This design comes from an exercise in tuning for small area, a short achievable clock period and few clock cycles on the open sky130 flow, not from production work. Function was checked by simulation only, so behaviour that the tests miss may differ from the original. Power and IR drop assume default switching activity.

## design.v

```verilog
`timescale 1ns / 1ps
`default_nettype none
package spf_pkg;
   localparam int CAPACITY_DEF = 32;
   typedef enum logic [1:0] {
      FN_INSERT = 2'd0,
      FN_LIST   = 2'd1,
      FN_PREFIX = 2'd2,
      FN_OCTET  = 2'd3
   } func_type;
   typedef enum logic [1:0] {
      ST_MATCH  = 2'd0,
      ST_ACCEPT = 2'd1,
      ST_FULL   = 2'd2,
      ST_NONE   = 2'd3
   } status_type;
   typedef enum logic {
      S_IDLE = 1'b0,
      S_SCAN = 1'b1
   } state_type;
   typedef struct packed {
      func_type    func;
      logic [31:0] address;
      logic [2:0]  prefix_octets;
      logic [7:0]  octet_value;
   } req_type;
   typedef struct packed {
      logic [31:0] address_res;
      status_type  status;
      logic        last;
   } rsp_type;
   typedef struct packed {
      logic        insert;
      logic        rotate;
      logic [31:0] addr;
   } cmd_type;
   function automatic logic [31:0] prefix_mask(input logic [2:0] plen);
      logic [31:0] m;
      case (plen)
         3'd0, 3'd1: m = 32'hFF00_0000;
         3'd2:       m = 32'hFFFF_0000;
         3'd3:       m = 32'hFFFF_FF00;
         default:    m = 32'hFFFF_FFFF;
      endcase
      prefix_mask = m;
   endfunction
   function automatic logic entry_hit(input func_type f, input logic [31:0] e,
                                      input logic [31:0] key, input logic [31:0] mask,
                                      input logic [7:0] oct);
      logic h;
      case (f)
         2'd1:      h = 1'b1;
         2'd2:      h = ((e & mask) == (key & mask));
         2'd3:      h = (e[31:24] == oct) || (e[23:16] == oct) ||
                        (e[15:8] == oct) || (e[7:0] == oct);
         default:   h = 1'b0;
      endcase
      entry_hit = h;
   endfunction
endpackage
`default_nettype wire
`timescale 1ns / 1ps
`default_nettype none
module spf_cell (
   input  wire logic             clock,
   input  wire spf_pkg::cmd_type cmd,
   input  wire logic             occupied,     
   input  wire logic             is_tail,      
   input  wire logic             prev_keep,    
   input  wire logic [31:0]      prev_entry,
   input  wire logic [31:0]      next_entry,
   input  wire logic [31:0]      head_entry,
   output logic                  keep,
   output logic [31:0]           entry
);
   logic [31:0] entry_ff;
   logic [31:0] entry_in;
   assign entry = entry_ff;
   assign keep = occupied && (entry_ff >= cmd.addr);
   always_comb begin
      entry_in = entry_ff;
      if (cmd.insert) begin
         if (keep) begin
            entry_in = entry_ff;
         end else if (prev_keep) begin
            entry_in = cmd.addr;
         end else begin
            entry_in = prev_entry;
         end
      end else if (cmd.rotate) begin
         entry_in = is_tail ? head_entry : next_entry;
      end
   end
   always_ff @(posedge clock) begin
      entry_ff <= entry_in;
   end
endmodule
`default_nettype wire
`timescale 1ns / 1ps
`default_nettype none
module ipv4_sorted_pool_filter #(
   parameter int CAPACITY = spf_pkg::CAPACITY_DEF
) (
   input  wire logic              clock,
   input  wire logic              reset,
   input  wire logic              req_valid,
   output logic                   req_ready,
   input  wire spf_pkg::req_type  req_payload,
   output logic                   rsp_valid,
   input  wire logic              rsp_ready,
   output spf_pkg::rsp_type       rsp_payload
);
   localparam int CNT_W = $clog2(CAPACITY + 1);
   spf_pkg::state_type state_ff, state_in;
   logic [CNT_W-1:0]   count_ff, count_in;
   logic [CNT_W-1:0]   rem_ff, rem_in;
   spf_pkg::func_type  func_ff, func_in;
   logic [31:0]        key_ff, key_in;
   logic [31:0]        mask_ff, mask_in;
   logic [7:0]         oct_ff, oct_in;
   logic [31:0]        hold_ff, hold_in;
   logic               hold_valid_ff, hold_valid_in;
   logic               rsp_valid_ff, rsp_valid_in;
   spf_pkg::rsp_type   rsp_ff, rsp_in;
   spf_pkg::cmd_type   cmd;
   logic               out_free;
   logic               accept;
   logic               push;
   logic [31:0]        head;
   logic [31:0] entry_w [CAPACITY];
   logic        keep_w  [CAPACITY];
   for (genvar i = 0; i < CAPACITY; i++) begin : g_cell
      localparam logic [CNT_W-1:0] IDX  = CNT_W'(i);
      localparam logic [CNT_W-1:0] IDX1 = CNT_W'(i + 1);
      logic        prev_keep;
      logic [31:0] prev_entry;
      logic [31:0] next_entry;
      if (i == 0) begin : g_first
         assign prev_keep  = 1'b1;
         assign prev_entry = 32'd0;
      end else begin : g_mid
         assign prev_keep  = keep_w[i-1];
         assign prev_entry = entry_w[i-1];
      end
      if (i == CAPACITY - 1) begin : g_last
         assign next_entry = head;
      end else begin : g_body
         assign next_entry = entry_w[i+1];
      end
      spf_cell u_cell (
         .clock      (clock),
         .cmd        (cmd),
         .occupied   (IDX < count_ff),
         .is_tail    (IDX1 == count_ff),
         .prev_keep  (prev_keep),
         .prev_entry (prev_entry),
         .next_entry (next_entry),
         .head_entry (head),
         .keep       (keep_w[i]),
         .entry      (entry_w[i])
      );
   end
   assign head      = entry_w[0];
   assign out_free  = !rsp_valid_ff || rsp_ready;
   assign req_ready = (state_ff == spf_pkg::S_IDLE) && out_free;
   assign accept    = req_valid && req_ready;
   assign rsp_valid   = rsp_valid_ff;
   assign rsp_payload = rsp_ff;
   always_comb begin
      state_in      = state_ff;
      count_in      = count_ff;
      rem_in        = rem_ff;
      func_in       = func_ff;
      key_in        = key_ff;
      mask_in       = mask_ff;
      oct_in        = oct_ff;
      hold_in       = hold_ff;
      hold_valid_in = hold_valid_ff;
      rsp_in        = rsp_ff;
      push          = 1'b0;
      cmd.insert    = 1'b0;
      cmd.rotate    = 1'b0;
      cmd.addr      = req_payload.address;
      case (state_ff)
         spf_pkg::S_IDLE: begin
            if (accept) begin
               if (req_payload.func == spf_pkg::FN_INSERT) begin
                  push                = 1'b1;
                  rsp_in.address_res  = 32'd0;
                  rsp_in.last         = 1'b1;
                  if (count_ff == CNT_W'(CAPACITY)) begin
                     rsp_in.status = spf_pkg::ST_FULL;
                  end else begin
                     rsp_in.status = spf_pkg::ST_ACCEPT;
                     cmd.insert    = 1'b1;
                     count_in      = count_ff + 1'b1;
                  end
               end else begin
                  func_in       = req_payload.func;
                  key_in        = req_payload.address;
                  mask_in       = spf_pkg::prefix_mask(req_payload.prefix_octets);
                  oct_in        = req_payload.octet_value;
                  rem_in        = count_ff;
                  hold_valid_in = 1'b0;
                  state_in      = spf_pkg::S_SCAN;
               end
            end
         end
         spf_pkg::S_SCAN: begin
            if (out_free) begin
               if (rem_ff != '0) begin
                  cmd.rotate = 1'b1;
                  rem_in     = rem_ff - 1'b1;
                  if (spf_pkg::entry_hit(func_ff, head, key_ff, mask_ff, oct_ff)) begin
                     if (hold_valid_ff) begin
                        push               = 1'b1;
                        rsp_in.address_res = hold_ff;
                        rsp_in.status      = spf_pkg::ST_MATCH;
                        rsp_in.last        = 1'b0;
                     end
                     hold_in       = head;
                     hold_valid_in = 1'b1;
                  end
               end else begin
                  push        = 1'b1;
                  rsp_in.last = 1'b1;
                  if (hold_valid_ff) begin
                     rsp_in.address_res = hold_ff;
                     rsp_in.status      = spf_pkg::ST_MATCH;
                  end else begin
                     rsp_in.address_res = 32'd0;
                     rsp_in.status      = spf_pkg::ST_NONE;
                  end
                  hold_valid_in = 1'b0;
                  state_in      = spf_pkg::S_IDLE;
               end
            end
         end
         default: begin
            state_in = spf_pkg::S_IDLE;
         end
      endcase
      if (push) begin
         rsp_valid_in = 1'b1;
      end else if (rsp_ready) begin
         rsp_valid_in = 1'b0;
      end else begin
         rsp_valid_in = rsp_valid_ff;
      end
   end
   always_ff @(posedge clock) begin
      if (reset) begin
         state_ff      <= spf_pkg::S_IDLE;
         count_ff      <= '0;
         rem_ff        <= '0;
         hold_valid_ff <= 1'b0;
         rsp_valid_ff  <= 1'b0;
      end else begin
         state_ff      <= state_in;
         count_ff      <= count_in;
         rem_ff        <= rem_in;
         hold_valid_ff <= hold_valid_in;
         rsp_valid_ff  <= rsp_valid_in;
      end
   end
   always_ff @(posedge clock) begin
      func_ff <= func_in;
      key_ff  <= key_in;
      mask_ff <= mask_in;
      oct_ff  <= oct_in;
      hold_ff <= hold_in;
      rsp_ff  <= rsp_in;
   end
endmodule
`default_nettype wire
```

## run.sh

```bash
#!/bin/bash
# synth_recipe.tcl (not shown) runs the flow's synth.tcl, then flattens the netlist and writes it again
# the make line also repeats each setting of config.mk as NAME=value (left out here)
make -C /OpenROAD-flow-scripts/flow DESIGN_CONFIG=/design/flow/config.mk WORK_HOME=/design/flow/orfs CLKGATE_MAP_FILE= SYNTH_SCRIPT=/design/flow/synth_recipe.tcl finish
```

## config.mk

```make
export PLATFORM = sky130hd
export DESIGN_NAME = ipv4_sorted_pool_filter
export DESIGN_NICKNAME = ipv4_sorted_pool_filter
export VERILOG_FILES = /design/flow/design.v
export SDC_FILE = /design/flow/constraint.sdc
export NUM_CORES = 4
export LEC_CHECK = 0
export CAP_MARGIN = 20
export CORE_MARGIN = 2
export CORE_UTILIZATION = 40
export SLEW_MARGIN = 20
```

## constraint.sdc

```tcl
create_clock -name core_clock -period 5.0 [get_ports {clock}]
set_input_delay 1.0000 -clock core_clock [delete_from_list [all_inputs] [get_ports {clock}]]
set_output_delay 1.0000 -clock core_clock [all_outputs]
set_load 0.01 [all_outputs]
```

==> metrics.cfg <==
[drt]
final_antenna_net_count = 0
num_vias = 80480
first_iter_violations = 10220
detail_route.vias_per_cell = 6.647
dr.pass1.iters = 6
wirelength_um = 367000
drc = 0
wl_per_cell_um = 30.31

[timing]
slew_headroom_pct = 16.15
post-route-period-util_pct = 95.25
fin_crit_ns = 4.762
rsz0062_at_grt = no
tightest_slew_ns = 1.245
fmax_mhz = 210.0
hold_viol = 0
clock-skew-final_ns = 0.02581
setup_viol_count_final = 0
whs_ns = 0.5030
maxSlewViolCount = 0

[cells_and_area]
area_delta_synth_final_pct = 13.32
fin_nets = 10080
drive_gt1_share_pct = 13.93
stdcell_count = 12110

[global_route]
grt_pass1_wl_um = 527900
grt_max_degree = 131
grt_usage_pct = 30.67
grt-ovfl-total = 0
grt_pass1_vias = 78080
antenna_found_initial = 14

[worst_hold_path]
hold_start = rem_ff[1]
hold_class = reg2reg

[synthesis]
yosysSeqAreaShare_pct = 37.92
postSynthAreaPerCell_um2 = 10.00
synthFlopType = edfxtp_1
ys_types = 82
netlist_instances = 9074
synth-seq-cells = 1151
synth_fp_nets = 10150
synth-async-reset-ratio_pct = 0
ys_warn_count = 4
synth_edf_count = 1136
syn_area_um2 = 90760

[place]
dp.cells = 11850
io_buffers = 85
dp_hpwl_um = 263600
routabilityCongestion = 0.9518

[clock_network]
ctsRootBufferMaster = clkbuf_16
cts_buffer_depth = 3
cts_buffers = 143
cts_hold_buf = 0
clock-sinks = 1151
cts_tree = built
path_clk_slew_ns = 0.06
post_cts_buffers = 0
htreeDepth = 4
clk_latency_ns = 0.81

[die]
dieArea_um2 = 230700
die_y_um = 480.3
rows = 174
ios = 86
start_util_pct = 40.32
die_w_um = 480.3
core_um2 = 225100

[critical_path]
crit_top_cell = buf_4
crit_path_start = req_payload[34]
cp-end-kind = flop
crit_family = simple AND/OR/NAND/NOR gates
critPathSlowestCell = nor3_1
path_class = in2reg
r2r-start = count_ff[1]
crit_chain = clkdlybuf4s50_1 > inv_2 > buf_12 > ha_1 > nand4_1 > nor3_1 > nor4b_1 > buf_4 > nand3_1 > o41ai_2 > buf_4 > buf_4 > nor4_1 > a211oi_1
arrival_ns = 5.38
max_stage_delay_ns = 0.96
critPathLaunchType = input port
cp.required_ns = 5.62
cp_max_fo = 24
crit_buf_inv = 6

[power_and_ir_drop]
ir_worst_vdd_uv = 339.5
p_leak_nw = 42.62
power.density_nw_per_um2 = 310.8

[job]
drv_cap = 0

[run_status]
outcome = timing/DRC/antenna clean

sequential cells by signal (all words and copies together), names as in the netlist:
register                cells
mask_ff                     3
func_ff                     2
key_ff                     32
oct_ff                      8
rsp_valid_ff                1
hold_ff                    32
count_ff                    6
state_ff                    1
hold_valid_ff               1
rem_ff                      6
g_cell.u_cell.entry_ff   1024
rsp_ff                     35
kinds of logic (layout without fill, tap and decap cells):
kind of cell	after synthesis	after routing	synth area share, %
muxes	1126	1126	12.93
AOI/OAI and AO/OA	2311	2311	17.02
adders and majority gates	1029	1029	14.19
buffers and inverters	903	942	4.191
other	0	3	0
xor gates and xnor gates	67	67	0.6466
DFF	1151	1151	37.92
and+or+nand+nor	2487	2487	13.11
worst min-delay path, stage by stage, from the launching register on:
cell	delay (ns)
dfxtp_1	0.33
nand3_1	0.07
a21oi_1	0.06
Yosys cell counts, types with 62 or more instances:
master	number	share of area (%)
a22o_1	62	0.60
a21o_1	181	1.5
inv_1	85	0.35
a211oi_1	369	3.1
clkbuf_1	559	2.3
nor3_1	434	2.4
nand4_1	146	1.0
ha_1	1029	14
a21oi_1	642	3.5
nand2_1	913	3.8
a32o_1	159	1.8
nor4_1	120	0.83
nor4b_1	68	0.66
edfxtp_1	1136	38
xnor2_1	62	0.60
a221oi_1	211	2.0
mux2_2	369	4.6
mux2i_1	757	8.3
o21ai_0	462	2.5
nand3_1	78	0.43
nor2b_1	181	1.2
nor2_1	386	1.6
buf_2	190	1.0
metal layers:
layer,vias to the layer above,global-route usage [%],wire length [µm]
li1,34980,-,-
met1,39840,40.11,146200
met2,4594,48.06,163700
met3,1060,6.128,35800
met4,8,15.52,21270
met5,-,0,51
stage by stage:
step	setup slack, ns	total power, mW	setup TNS, ns	area, µm²	utilization, %
floorplan	0.02666	17.78	0	90830	-
global placement	-0.4112	20.85	-36.64	98180	43.61
detailed placement	-0.4096	21.12	-43.91	98180	43.62
CTS	0.3914	31.82	0	102800	45.66
global route	0.2848	33.12	0	102800	45.68
finish	0.2376	31.96	0	102800	45.68
where the power goes:
part | leakage, nW | internal [mW] | switching (mW)
clock | 2.25 | 6.14 | 4.61
sequential | 10.6 | 12.2 | 1.07
combinational | 29.7 | 3.03 | 4.87
worst paths after layout:
| kind | end | slack [ns] | cells after the start |
|---|---|---|---|
| setup / recovery | g_cell[24].u_cell.entry_ff[5] | 0.24 | 14 |
| hold / removal | rem_ff[1] | 0.50 | 2 |
| setup reg to reg | g_cell[11].u_cell.entry_ff[4] | 0.67 | 12 |
| hold reg to reg | rem_ff[1] | 0.50 | 2 |
what timing repair did:
| item | CTS | global route |
|---|---|---|
| setup endpoints to repair | 0 | 5 |
| hold endpoints to repair | 0 | 0 |
| resized for setup | 0 | 1 |
cell type report:
cell class / instances / area, µm²
sequential: 1151 / 34410
inverter: 85 / 321.6
antenna: 3 / 7.507
clock buffer: 170 / 3721
multi-input combinational: 7020 / 53310
fill: 20980 / 122300
timing repair buffer: 605 / 6431
clock inverter: 82 / 889.6
tap: 2992 / 3744
layout by cell type (no fill, tap or decap), types with 19 or more instances in the layout:
cell type        instances
edfxtp_1              1136
ha_1                  1029
nand2_1                908
mux2i_1                757
a21oi_1                638
o21ai_0                450
nor3_1                 432
buf_4                  383
mux2_2                 369
a211oi_1               367
nor2_1                 338
a221oi_1               211
a21o_1                 181
nor2b_1                180
a32o_1                 158
nand4_1                146
clkbuf_16              144
buf_12                 137
nor4_1                 120
nand3_1                 75
clkdlybuf4s50_1         73
nor4b_1                 68
a22o_1                  62
xnor2_1                 62
inv_1                   53
a31oi_1                 49
nand2b_1                42
nor2_2                  36
and2_1                  35
inv_2                   31
clkbuf_1                24
clkinv_1                23
clkinv_2                23
and3_1                  20
o21a_1                  19
Testbench counts, summed over its fixed seeds: cycles 26,398.

-- afterwards: timing with drivers on the ports --
In the flow no input, the clock included, has a driving cell. The finished layout below was timed again as built, in two steps.
Step 1: set_driving_cell puts a clkbuf_16 on clock and a buf_2 on each other input, an assumption about the parent block.
Step 2 moves the port delays by t, midway between the first and last clock arrival at a register: inputs arrive t later, outputs are due t later. That takes back most of the time a late clock gives input paths.
Slacks: ideal / step 1 / step 2; pairs: ideal / step 1.
t, ns: 0.882
setup slack, ns: 0.238 / 0.296 / -0.586
hold slack, ns: 0.503 / 0.503 / 0.503
latest minus earliest clock arrival (ns): 0.026 / 0.026
slew at the worst register clock pin (ns): 0.07 / 0.07
With both steps, setup timing fails in this run, where it was met with ideal ports. For this run, drivers alone change the setup slack by +0.058 ns; drivers and shift together by -0.824 ns.
